Source: an optimization exercise on an open RTL-to-GDS flow (aim: small area). Production flows keep margins and buffers that such runs may drop. Function was checked by simulation only, so behaviour that the tests miss may differ from the original. Power figures rest on the tool's default switching activity, not on a simulated workload.

==> branch raven <==
## id_stage_top
module id_stage_top (
    input  logic        CLK,
    input  logic        RST,
    input  logic [31:0] fetch_pc1,
    input  logic [31:0] fetch_pc2,
    input  logic [31:0] fetch_inst1,
    input  logic [31:0] fetch_inst2,
    input  logic [31:0] clr_w_mask,
    input  logic        ex_set_pc,
    input  logic [31:0] ex_pc,
    output logic [31:0] ctrl1,
    output logic [31:0] ctrl2,
    output logic        id_set_pc,
    output logic [31:0] id_pc
);
==> flow/config.mk <==
export PLATFORM = sky130hd
export DESIGN_NAME = id_stage_top
export DESIGN_NICKNAME = id_stage_top
export VERILOG_FILES = /design/flow/design.v
export SDC_FILE = /design/flow/constraint.sdc
export NUM_CORES = 4
export LEC_CHECK = 0
export CAP_MARGIN = 20
export CORE_MARGIN = 2
export CORE_UTILIZATION = 55
export GPL_TIMING_DRIVEN = 0
export SETUP_SLACK_MARGIN = 0.25
export SLEW_MARGIN = 20
==> flow/constraint.sdc <==
create_clock -name core_clock -period 5.5 [get_ports {CLK}]
set_input_delay 1.1000 -clock core_clock [delete_from_list [all_inputs] [get_ports {CLK}]]
set_output_delay 1.1000 -clock core_clock [all_outputs]
set_load 0.01 [all_outputs]
standard.sh (not shown) runs the stock make flow with config.mk's settings and CLKGATE_MAP_FILE= SYNTH_SCRIPT=/design/flow/synth_recipe.tcl, a recipe that flattens the netlist after the stock synthesis.
==> flow/flow/run.sh <==
#!/bin/bash
# The standard layout (standard.sh) with these changes:
#  - synthesis: synth_recipe.tcl unchanged, except that ABC maps with the
#    area-oriented script flow/abc.script instead of ORFS's speed script;
#  - port buffers: the smallest buffer (buf_1) instead of buffer_ports' pick;
#  - clock tree: clkbuf_4 buffers, clusters of at most 10 sinks, no dummy loads;
set -euo pipefail
here=$(pwd)
{
  echo 'proc abc {args} {'
  echo '  set i [lsearch $args -script]'
  echo "  if {\$i >= 0} { lset args [expr {\$i + 1}] $here/flow/abc.script }"
  echo '  yosys abc {*}$args'
  echo '}'
  cat synth_recipe.tcl
} > own_synth.tcl
sed "s|SYNTH_SCRIPT=[^ ]*|SYNTH_SCRIPT=$here/own_synth.tcl|" standard.sh > own_standard.sh
grep -q "SYNTH_SCRIPT=$here/own_synth.tcl" own_standard.sh
export BUFFER_PORTS_ARGS="-buffer_cell sky130_fd_sc_hd__buf_1"
export CTS_ARGS="-sink_clustering_enable -repair_clock_nets -buf_list sky130_fd_sc_hd__clkbuf_4 -sink_clustering_size 10 -dont_use_dummy_load"
export REMOVE_ABC_BUFFERS=1
bash own_standard.sh > standard.log 2>&1
==> flow/flow/abc.script <==
strash
dch
amap
topo
==> branch yarrow: changes against branch raven <==
--- a/flow/design.v
+++ b/flow/design.v
@@ -106,16 +106,16 @@
     localparam logic [3:0] C_NONE = 4'b0000;    
     localparam logic [3:0] C_LUI  = 4'b0001;
     localparam logic [3:0] C_J    = 4'b0010;
     localparam logic [3:0] C_ADDI = 4'b0100;    
     localparam logic [3:0] C_LW   = 4'b0101;
     localparam logic [3:0] C_ORI  = 4'b0110;
-    localparam logic [3:0] C_SW   = 4'b0111;    
     localparam logic [3:0] C_RADD = 4'b1000;    
     localparam logic [3:0] C_RSUB = 4'b1001;
     localparam logic [3:0] C_BEQ  = 4'b1010;
+    localparam logic [3:0] C_SW   = 4'b1100;    
     function automatic logic [3:0] class_of(input logic [31:0] inst);
         case (inst[31:26])
             6'b000000: class_of = (inst[25:0] == '0) ? C_NONE :
                                   (inst[5:1] == 5'b10001) ? C_RSUB : C_RADD;
             6'b100011: class_of = C_LW;
             6'b101011: class_of = C_SW;
@@ -135,21 +135,21 @@
         endcase
     endfunction
     logic        rst_q;                  
     logic [31:0] pc_nx;                  
     logic [3:0]  cls1, cls2;
     logic [4:0]  rd1, rd2;               
-    localparam logic [3:0] C_STALL = 4'b1111;    
-    logic [2:0]  bp1, bp2;               
+    logic        ok1, ok2;               
+    logic [3:0]  bp1, bp2;               
     logic [3:0]  o_cls1, o_cls2;         
     logic [4:0]  o_dst1, o_dst2;
-    logic [2:0]  o_bp1, o_bp2;
+    logic [3:0]  o_bp1, o_bp2;
     logic        va1, va2;               
     logic        l1, l2;
-    assign l1 = !rst_q && cls1 != C_STALL && !ex_set_pc;
-    assign l2 = l1 && cls2 != C_STALL;
+    assign l1 = !rst_q && ok1 && !ex_set_pc;
+    assign l2 = l1 && ok2;
     logic na1, na2, nb1, nb2;            
     logic na1_ld, na2_ld;
     assign na1    = l1 && (rd1 != '0) && !clr_w_mask[rd1];
     assign na2    = l2 && (rd2 != '0) && !clr_w_mask[rd2];
     assign nb1    = va1 && !clr_w_mask[o_dst1];
     assign nb2    = va2 && !clr_w_mask[o_dst2];
@@ -165,46 +165,44 @@
                  ha1 | ha2,
                  (ha1 && na1_ld) || (ha2 && na2_ld),
                  ha2 | hb2};
     endfunction
     function automatic logic [4:0] check(input logic [3:0] cls, input logic [3:0] qs,
                                          input logic [3:0] qt);
-        logic       stall, opb, slot;
-        logic [1:0] kind;
+        logic       stall;
+        logic [3:0] bp;
         stall = 1'b0;
-        opb   = 1'b0;
-        slot  = 1'b0;
-        kind  = 2'b00;
-        if (cls[3]) begin
-            if (qs[3] && qt[3]) begin
-                stall = 1'b1;
-            end else if (qs[3]) begin
-                stall = qs[1];
-                slot  = qs[0];
-                kind  = qs[2] ? 2'b10 : 2'b01;
-            end else if (qt[3]) begin
-                stall = qt[1];
-                opb   = 1'b1;
-                slot  = qt[0];
-                kind  = qt[2] ? 2'b10 : 2'b01;
+        bp    = 4'b0;
+        case (cls[3:2])
+            2'b10: begin
+                if (qs[3] && qt[3]) begin
+                    stall = 1'b1;
+                end else if (qs[3]) begin
+                    stall = qs[1];
+                    bp    = {qs[0], qs[2] ? 3'b100 : 3'b010};
+                end else if (qt[3]) begin
+                    stall = qt[1];
+                    bp    = {qt[0], qt[2] ? 3'b101 : 3'b011};
+                end
             end
-        end else if (cls == C_SW) begin
-            if (qs[3]) begin
-                stall = 1'b1;
-            end else if (qt[3]) begin
-                slot  = qt[0];
-                kind  = qt[2] ? 2'b10 : 2'b01;
+            2'b01: begin
+                if (qs[3]) begin
+                    stall = qs[1];
+                    bp    = {qs[0], qs[2] ? 3'b100 : 3'b010};
+                end
             end
-        end else if (cls[2]) begin
-            if (qs[3]) begin
-                stall = qs[1];
-                slot  = qs[0];
-                kind  = qs[2] ? 2'b10 : 2'b01;
+            2'b11: begin
+                if (qs[3]) begin
+                    stall = 1'b1;
+                end else if (qt[3]) begin
+                    bp    = {qt[0], qt[2] ? 3'b110 : 3'b001};
+                end
             end
-        end
-        check = {stall, opb, slot, kind};
+            default: ;
+        endcase
+        check = {stall, bp};
     endfunction
     logic [3:0] f_cls1, f_cls2;
     logic [4:0] f_rd1, f_rd2;
     logic [4:0] f_chk1, f_chk2;
     logic [3:0] f_qd1, f_qd2;
     logic       f_ok1, f_ok2, f_dep;
@@ -217,49 +215,25 @@
     assign f_qd1  = query(f_rd1);
     assign f_qd2  = query(f_rd2);
     assign f_ok1  = !f_qd1[3] && !f_chk1[4];
     assign f_ok2  = !f_qd2[3] && !f_chk2[4];
     assign f_dep  = (f_rd1 != '0) && ((f_rd2 == f_rd1) || (fetch_inst2[25:21] == f_rd1) ||
                                       (fetch_inst2[20:16] == f_rd1));
-    logic [31:0] f_borrow;
-    logic [7:0]  f_gz;                   
-    for (genvar g = 0; g < 8; g++) begin : g_gz
-        if (g < 7) begin : g_full
-            assign f_gz[g] = (fetch_pc1[4*g+5:4*g+2] == 4'd0);
-        end else begin : g_part
-            assign f_gz[g] = (fetch_pc1[31:30] == 2'd0);
-        end
-    end
-    assign f_borrow[1:0] = 2'b00;
-    for (genvar i = 2; i < 32; i++) begin : g_borrow
-        localparam int G = (i - 2) / 4;      
-        localparam int L = 4 * G + 2;        
-        if (i == L) begin : g_lo
-            if (G == 0) begin : g_first
-                assign f_borrow[i] = 1'b1;
-            end else begin : g_next
-                assign f_borrow[i] = &f_gz[G-1:0];
-            end
-        end else begin : g_in
-            if (G == 0) begin : g_first
-                assign f_borrow[i] = (fetch_pc1[i-1:L] == '0);
-            end else begin : g_next
-                assign f_borrow[i] = (&f_gz[G-1:0]) && (fetch_pc1[i-1:L] == '0);
-            end
-        end
-    end
     always_ff @(posedge CLK) begin
         rst_q <= RST;
-        if (f_ok1 && f_ok2 && !f_dep) pc_nx <= fetch_pc2;
-        else                          pc_nx <= fetch_pc1 ^ (f_borrow & {32{!f_ok1}});
-        cls1  <= f_ok1 ? f_cls1 | {1'b0, f_chk1[3], 2'b00} : C_STALL;
-        cls2  <= f_ok2 && !f_dep ? f_cls2 | {1'b0, f_chk2[3], 2'b00} : C_STALL;
+        if (!f_ok1)                pc_nx <= fetch_pc1 - 32'd4;
+        else if (f_ok2 && !f_dep)  pc_nx <= fetch_pc2;
+        else                       pc_nx <= fetch_pc1;
+        cls1  <= f_cls1;
+        cls2  <= f_cls2;
         rd1   <= f_rd1;
         rd2   <= f_rd2;
-        bp1   <= f_chk1[2:0];
-        bp2   <= f_chk2[2:0];
+        ok1   <= f_ok1;
+        ok2   <= f_ok2 && !f_dep;
+        bp1   <= f_chk1[3:0];
+        bp2   <= f_chk2[3:0];
     end
     always_ff @(posedge CLK) begin
         if (RST) begin
             o_cls1    <= '0;
             o_cls2    <= '0;
             o_dst1    <= '0;
@@ -271,51 +245,44 @@
             id_set_pc <= 1'b0;
         end else begin
             o_cls1    <= l1 ? cls1 : C_NONE;
             o_cls2    <= l2 ? cls2 : C_NONE;
             o_dst1    <= l1 ? rd1 : 5'd0;
             o_dst2    <= l2 ? rd2 : 5'd0;
-            o_bp1     <= l1 ? bp1 : 3'd0;
-            o_bp2     <= l2 ? bp2 : 3'd0;
+            o_bp1     <= l1 ? bp1 : 4'd0;
+            o_bp2     <= l2 ? bp2 : 4'd0;
             va1       <= na1;
             va2       <= na2;
             id_set_pc <= ex_set_pc || (!rst_q && !l2);
         end
     end
     always_ff @(posedge CLK) begin
         if (ex_set_pc)  id_pc <= ex_pc;
         else if (rst_q) id_pc <= 32'd0;
         else            id_pc <= pc_nx;
     end
     function automatic logic [31:0] ctrl_of(input logic [3:0] c, input logic [4:0] d,
-                                            input logic [2:0] bp);
+                                            input logic [3:0] bp);
         logic [2:0] pc_src;
         logic [3:0] src_sel;
         logic [3:0] alu_op;
-        logic [2:0] sel;
-        logic       sw, pair, bp_a, bp_b, byp;
-        sw      = (c == C_SW);
-        pair    = c[3];
-        byp     = (bp[1:0] != 2'b00);
-        bp_a    = byp && ((c[3:2] == 2'b01 && !sw) || c[3:2] == 2'b10);
-        bp_b    = byp && c[3:2] == 2'b11;
-        sel     = {bp[1],
-                   (bp[0] && !sw) || (bp[1] && sw),
-                   (byp && c[3] && c[2]) || (bp[0] && sw)};
-        pc_src  = {c == C_J, pair && c[1:0] == 2'b10, c != C_NONE && c != C_ORI};
+        logic       bp_a, bp_b;
+        pc_src  = {c == C_J, c == C_BEQ, c != C_NONE && c != C_ORI};
+        bp_a    = (bp[2:0] == 3'b010) || (bp[2:0] == 3'b100);
+        bp_b    = (bp[2:0] == 3'b011) || (bp[2:0] == 3'b101);
         src_sel = {bp_a,
                    bp_a || c[3] || c[2],
-                   bp_b || c[3:2] == 2'b01 || c == C_LUI,
-                   bp_b || c[3]};
-        alu_op  = {1'b0, pair && c[1:0] != 2'b00,
+                   bp_b || c[2] || c == C_LUI,
+                   bp_b || (c[3] && !c[2])};
+        alu_op  = {1'b0, c == C_RSUB || c == C_BEQ,
                    c != C_NONE && c != C_ORI, c == C_ORI};
         ctrl_of = {pc_src, src_sel, alu_op,
-                   c == C_LW || sw,                         
-                   sw && bp[1],                             
-                   c != C_NONE && !sw,                      
-                   (pair && c[1:0] != 2'b10) || c == C_ADDI || c == C_LW ||
+                   c == C_LW || c == C_SW,                  
+                   bp[2:0] == 3'b110,                       
+                   c != C_NONE && c != C_SW,                
+                   c == C_RADD || c == C_RSUB || c == C_ADDI || c == C_LW ||
                    c == C_ORI || c == C_LUI,                
-                   d, bp[2], sel, 8'd0};
+                   d, bp, 8'd0};
     endfunction
     assign ctrl1 = ctrl_of(o_cls1, o_dst1, o_bp1);
     assign ctrl2 = ctrl_of(o_cls2, o_dst2, o_bp2);
 endmodule
==> flow/flow/run.sh (replaced) <==
#!/bin/bash
# The standard layout (standard.sh) with these changes:
#  - synthesis: synth_recipe.tcl unchanged, except that ABC maps with the
#    area-oriented script flow/abc.script instead of ORFS's speed script;
#  - port buffers: the smallest buffer (buf_1) instead of buffer_ports' pick;
#  - clock tree: clkbuf_4 buffers, clusters of at most 12 sinks, no dummy loads;
set -euo pipefail
here=$(pwd)
{
  echo 'proc abc {args} {'
  echo '  set i [lsearch $args -script]'
  echo "  if {\$i >= 0} { lset args [expr {\$i + 1}] $here/flow/abc.script }"
  echo '  yosys abc {*}$args'
  echo '}'
  cat synth_recipe.tcl
} > own_synth.tcl
sed "s|SYNTH_SCRIPT=[^ ]*|SYNTH_SCRIPT=$here/own_synth.tcl|" standard.sh > own_standard.sh
grep -q "SYNTH_SCRIPT=$here/own_synth.tcl" own_standard.sh
export BUFFER_PORTS_ARGS="-buffer_cell sky130_fd_sc_hd__buf_1"
export CTS_ARGS="-sink_clustering_enable -repair_clock_nets -buf_list sky130_fd_sc_hd__clkbuf_4 -sink_clustering_size 12 -dont_use_dummy_load"
export REMOVE_ABC_BUFFERS=1
bash own_standard.sh > standard.log 2>&1
==> flow/flow/abc.script (replaced) <==
&get -n
&st
&dch
&nf -R 1000
&st
&syn2
&if -g -K 6
&synch2
&nf -R 1000
&st
&dch
&nf -R 1000
&put
- SETUP_SLACK_MARGIN: 0.25 -> default
==> qor summary <==
| metric | branch yarrow | branch raven |
|---|---|---|
| Outcome | timing/DRC/antenna clean | timing/DRC/antenna clean |
| DRT met1 WL | 9769 um | 10340 um |
| Post-CTS repair timing setup buffer count | 0 | 8 |
| Mean instance size in the synthesized netlist | 8.550 um2 | 7.685 um2 |
| Post-cts repair resize count | 3 | 55 |
| Slew HR | 0.3701 | 0.4114 |
| Final min period | 5181 ps | 5264 ps |
| Drt initial violations | 628 | 1432 |
| Drt first pass iters | 5 | 8 |
| Distinct cells, synth | 50 | 47 |
| Startpoint of the tightest hold check path | bp1[0] | bp2[0] |
| Leakage power | 3.171 nW | 2.922 nW |
| Placed Cells | 1353 | 1366 |
| Initial core utilization | 0.5593 | 0.5651 |
| Post-Synth Simple-Gate Area | 0.2516 | 0.1961 |
| Post-synthesis sequential area ratio | 0.3170 | 0.3256 |
| Met2 wire length | 11290 um | 12500 um |
| Part of the power in registers | 0.553 | 0.523 |
| Vias per Instance | 5.830 | 6.793 |
| Most used standard cell by instance count after synthesis | dfxtp_1 | o22ai_1 |
| Num tapcells | 180 | 172 |
| Compound-Gate Fraction of Synth Area | 0.1673 | 0.3965 |

## what the ideal ports hide
The flow's constraints put no driver on any port. The routed layouts listed below were extracted and timed again, unchanged, in two steps. Step 1 sets driving cells, clkbuf_16 on the clock port and buf_2 on the other inputs (assumed; they add their load-dependent delay and slew). Step 2 times the ports against the registers' clock, not the clock port: input delays grow and output delays shrink by t, the midpoint of the rising clock arrivals with the driver on. a / b / c = ideal ports / drivers / drivers and shift; a / b = the first two.
run	t (ns)	setup slack, ns	worst hold slack (ns)
branch raven	0.575	0.236 / 0.240 / -0.334	0.420 / 0.420 / 0.420
branch yarrow	0.540	0.319 / 0.319 / -0.082	0.409 / 0.409 / 0.409
Met with ideal ports but missed after step 2: setup timing in branch raven and branch yarrow. For branch raven, which loses most, drivers alone change the setup slack by +0.004 ns; drivers and shift together by -0.570 ns.
